Background: an optimization exercise with open tools, aiming at small area. Do not read the settings as production practice. Only simulation tests tie the RTL to the original design; equivalence was not proved. Power and IR drop assume default switching activity.

Design bp_top, start of the top module:
module bp_top (
	input logic clk,
	input logic rst_n,
	input bp_pkg::alu_op_t i_alu_op,
	input bp_pkg::pc_t i_pc,
	input bp_pkg::pc_t i_imm,
	input logic i_resolve,
	input logic i_taken,
	output logic o_pred_taken,
	output bp_pkg::pc_t o_next_pc
);
clock: 7.0 ns
lec_check: 0
cap_margin: 5
core_margin: 2
core_utilization: 65
cts_buf_list: sky130_fd_sc_hd__clkbuf_16
cts_cluster_diameter: 80
cts_cluster_size: 30
gpl_timing_driven: 0
setup_slack_margin: 0.05
slew_margin: 5
synth_hierarchical: 1
standard.sh (not shown) runs the stock make flow with config.mk's settings and CLKGATE_MAP_FILE= SYNTH_SCRIPT=/design/flow/synth_recipe.tcl, a recipe that flattens the netlist after the stock synthesis.
==> flow/flow/run.sh <==
#!/bin/bash
# Standard ORFS layout with three changes: yosys/abc buffers are removed at floorplan
# (repair_design re-buffers what needs it), ports get the smallest buffer cell, and
# CTS adds no dummy loads. Each tool's output stays in orfs/logs; make's own output
# goes to standard.log.
set -euo pipefail
export REMOVE_ABC_BUFFERS=1
export RECOVER_POWER=100
export POST_GLOBAL_ROUTE_TCL="$PWD/flow/post_grt.tcl"
export BUFFER_PORTS_ARGS="-buffer_cell sky130_fd_sc_hd__buf_1"
export CTS_ARGS="-sink_clustering_enable -repair_clock_nets -sink_clustering_size 30 -sink_clustering_max_diameter 80 -buf_list sky130_fd_sc_hd__clkbuf_16 -dont_use_dummy_load"
bash standard.sh > standard.log 2>&1
==> flow/flow/post_grt.tcl <==
# After power recovery has downsized gates with slack, fix any slew or load
# that the downsizing pushed over the limits, then setup timing again.
global_route -start_incremental
repair_design -slew_margin 5 -cap_margin 5 -match_cell_footprint -verbose
detailed_placement
global_route -end_incremental
estimate_parasitics -global_routing
global_route -start_incremental
repair_timing -setup -setup_margin 0.05 -match_cell_footprint -verbose
detailed_placement
global_route -end_incremental
estimate_parasitics -global_routing
Then changed:
--- a/flow/design.v
+++ b/flow/design.v
@@ -76,63 +76,52 @@
 	output logic [3:0] o_f2_tag
 );
 	assign o_f1_idx = bp_pkg::fold_hist(32'(i_hist[7:0]), 8, 5);
 	assign o_f1_tag = bp_pkg::fold_hist(32'(i_hist[7:0]), 8, 4);
 	assign o_f2_idx = bp_pkg::fold_hist(32'(i_hist), 16, 5);
 	assign o_f2_tag = bp_pkg::fold_hist(32'(i_hist), 16, 4);
 endmodule
 `timescale 1ns/1ps
-module bp_dec6 (
-	input logic [5:0] i_a,
-	output logic [63:0] o_y
+module bp_dec5p (
+	input logic [4:0] i_a,
+	output logic [31:0] o_y
 );
 	always_comb begin
-		for (int i = 0; i < 64; i++)
-			o_y[i] = (i_a == 6'(i));
+		for (int i = 0; i < 32; i++)
+			o_y[i] = (i_a == 5'(i));
 	end
 endmodule
-module bp_aor64 (
-	input logic [63:0] i_sel,
+module bp_aor32x4 (
+	input logic [31:0] i_sel,
 	input logic [127:0] i_d,
-	output logic [1:0] o_y
+	output logic [3:0] o_y
 );
-	logic [1:0] part [8];
-	for (genvar k = 0; k < 8; k++) begin : g_part
-		bp_aor8w2 u_part (.i_sel(i_sel[8*k +: 8]), .i_d(i_d[16*k +: 16]), .o_y(part[k]));
+	logic [3:0] part [4];
+	for (genvar k = 0; k < 4; k++) begin : g_part
+		bp_aor8w4 u_part (.i_sel(i_sel[8*k +: 8]), .i_d(i_d[32*k +: 32]), .o_y(part[k]));
 	end
-	for (genvar b = 0; b < 2; b++) begin : g_bit
+	for (genvar b = 0; b < 4; b++) begin : g_bit
 		logic [1:0] l3;
-		bp_nor4 u_nor0 (.i_a(part[0][b]), .i_b(part[1][b]), .i_c(part[2][b]), .i_d(part[3][b]),
-			.o_y(l3[0]));
-		bp_nor4 u_nor1 (.i_a(part[4][b]), .i_b(part[5][b]), .i_c(part[6][b]), .i_d(part[7][b]),
-			.o_y(l3[1]));
+		bp_nor2 u_nor0 (.i_a(part[0][b]), .i_b(part[1][b]), .o_y(l3[0]));
+		bp_nor2 u_nor1 (.i_a(part[2][b]), .i_b(part[3][b]), .o_y(l3[1]));
 		bp_nand2 u_out (.i_a(l3[0]), .i_b(l3[1]), .o_y(o_y[b]));
 	end
 endmodule
-module bp_aor8w2 (
+module bp_aor8w4 (
 	input logic [7:0] i_sel,
-	input logic [15:0] i_d,
-	output logic [1:0] o_y
+	input logic [31:0] i_d,
+	output logic [3:0] o_y
 );
 	always_comb begin
 		o_y = '0;
 		for (int i = 0; i < 8; i++)
-			o_y = o_y | ({2{i_sel[i]}} & i_d[i*2 +: 2]);
+			o_y = o_y | ({4{i_sel[i]}} & i_d[i*4 +: 4]);
 	end
 endmodule
-module bp_nor4 (
-	input logic i_a,
-	input logic i_b,
-	input logic i_c,
-	input logic i_d,
-	output logic o_y
-);
-	assign o_y = ~(i_a | i_b | i_c | i_d);
-endmodule
 `timescale 1ns/1ps
 module bp_dec5 (
 	input logic [4:0] i_a,
 	input logic [4:0] i_b,
 	output logic [31:0] o_y
 );
 	logic [4:0] idx;
 	assign idx = i_a ^ i_b;
@@ -289,24 +278,26 @@
 	end
 	bp_dec5 u_t1_dec (.i_a(i_pc[6:2]), .i_b(f1_idx), .o_y(t1_sel));
 	bp_dec5 u_t2_dec (.i_a(i_pc[6:2]), .i_b(f2_idx), .o_y(t2_sel));
 	logic [7:0] t1_ent_n, t2_ent_n;
 	bp_aor32n u_t1_rd (.i_sel(t1_sel), .i_d(t1_flat), .o_yn(t1_ent_n));
 	bp_aor32n u_t2_rd (.i_sel(t2_sel), .i_d(t2_flat), .o_yn(t2_ent_n));
 	assign t1_ent = ~t1_ent_n;
 	assign t2_ent = ~t2_ent_n;
-	logic [63:0] base_sel;
+	logic [31:0] base_sel;
 	logic [127:0] base_flat;
+	logic [3:0] base_row;
 	always_comb begin
 		for (int i = 0; i < 64; i++)
 			base_flat[i*2 +: 2] = base_q[i];
 	end
-	bp_dec6 u_base_dec (.i_a(base_idx), .o_y(base_sel));
-	bp_aor64 u_base_rd (.i_sel(base_sel), .i_d(base_flat), .o_y(base_rd));
+	bp_dec5p u_base_dec (.i_a(base_idx[5:1]), .o_y(base_sel));
+	bp_aor32x4 u_base_rd (.i_sel(base_sel), .i_d(base_flat), .o_y(base_row));
+	assign base_rd = base_idx[0] ? base_row[3:2] : base_row[1:0];
 	assign t1_ctr = t1_ent[2:0];
 	assign t2_ctr = t2_ent[2:0];
 	assign t1_hit = t1_ent[7] && (t1_ent[6:3] == t1_tag);
 	assign t2_hit = t2_ent[7] && (t2_ent[6:3] == t2_tag);
 	logic is_branch;
 	logic prov_dir;
 	logic [2:0] prov_ctr;
 	assign is_branch = (i_alu_op == bp_pkg::OP_BEQ) || (i_alu_op == bp_pkg::OP_BLT) ||
What happened: Sequential power barely changes; die area fell slightly; register-to-register slack is better by 0.21 ns; via count stays the same; flip-flop and latch count does not change; routed wire length rises by a few percent; clock-buffer cell count is higher by 4; cell area goes down slightly.

[afterwards: timing with drivers on the ports]
How much do the figures lean on ideal ports? The routed layouts below were timed once more, with nothing changed but the port constraints.
Step 1 assumes that a clkbuf_16 drives the clock port and a buf_2 every other input.
Step 2 moves the port delays by t, midway between the first and last clock arrival at a register: inputs arrive t later, outputs are due t later. That takes back most of the time a late clock gives input paths.
a / b / c = ideal ports / drivers / drivers and shift; a / b = the first two.
run	shift t [ns]	setup slack, ns	worst slew at a driven data input, ns
the first run	0.648	0.096 / 0.072 / 0.072	0.10
the second run	0.615	0.198 / 0.172 / 0.172	0.10
After both steps every run listed still meets setup and hold. For the second run, which loses most, drivers alone change the setup slack by -0.026 ns; drivers and shift together by -0.026 ns.
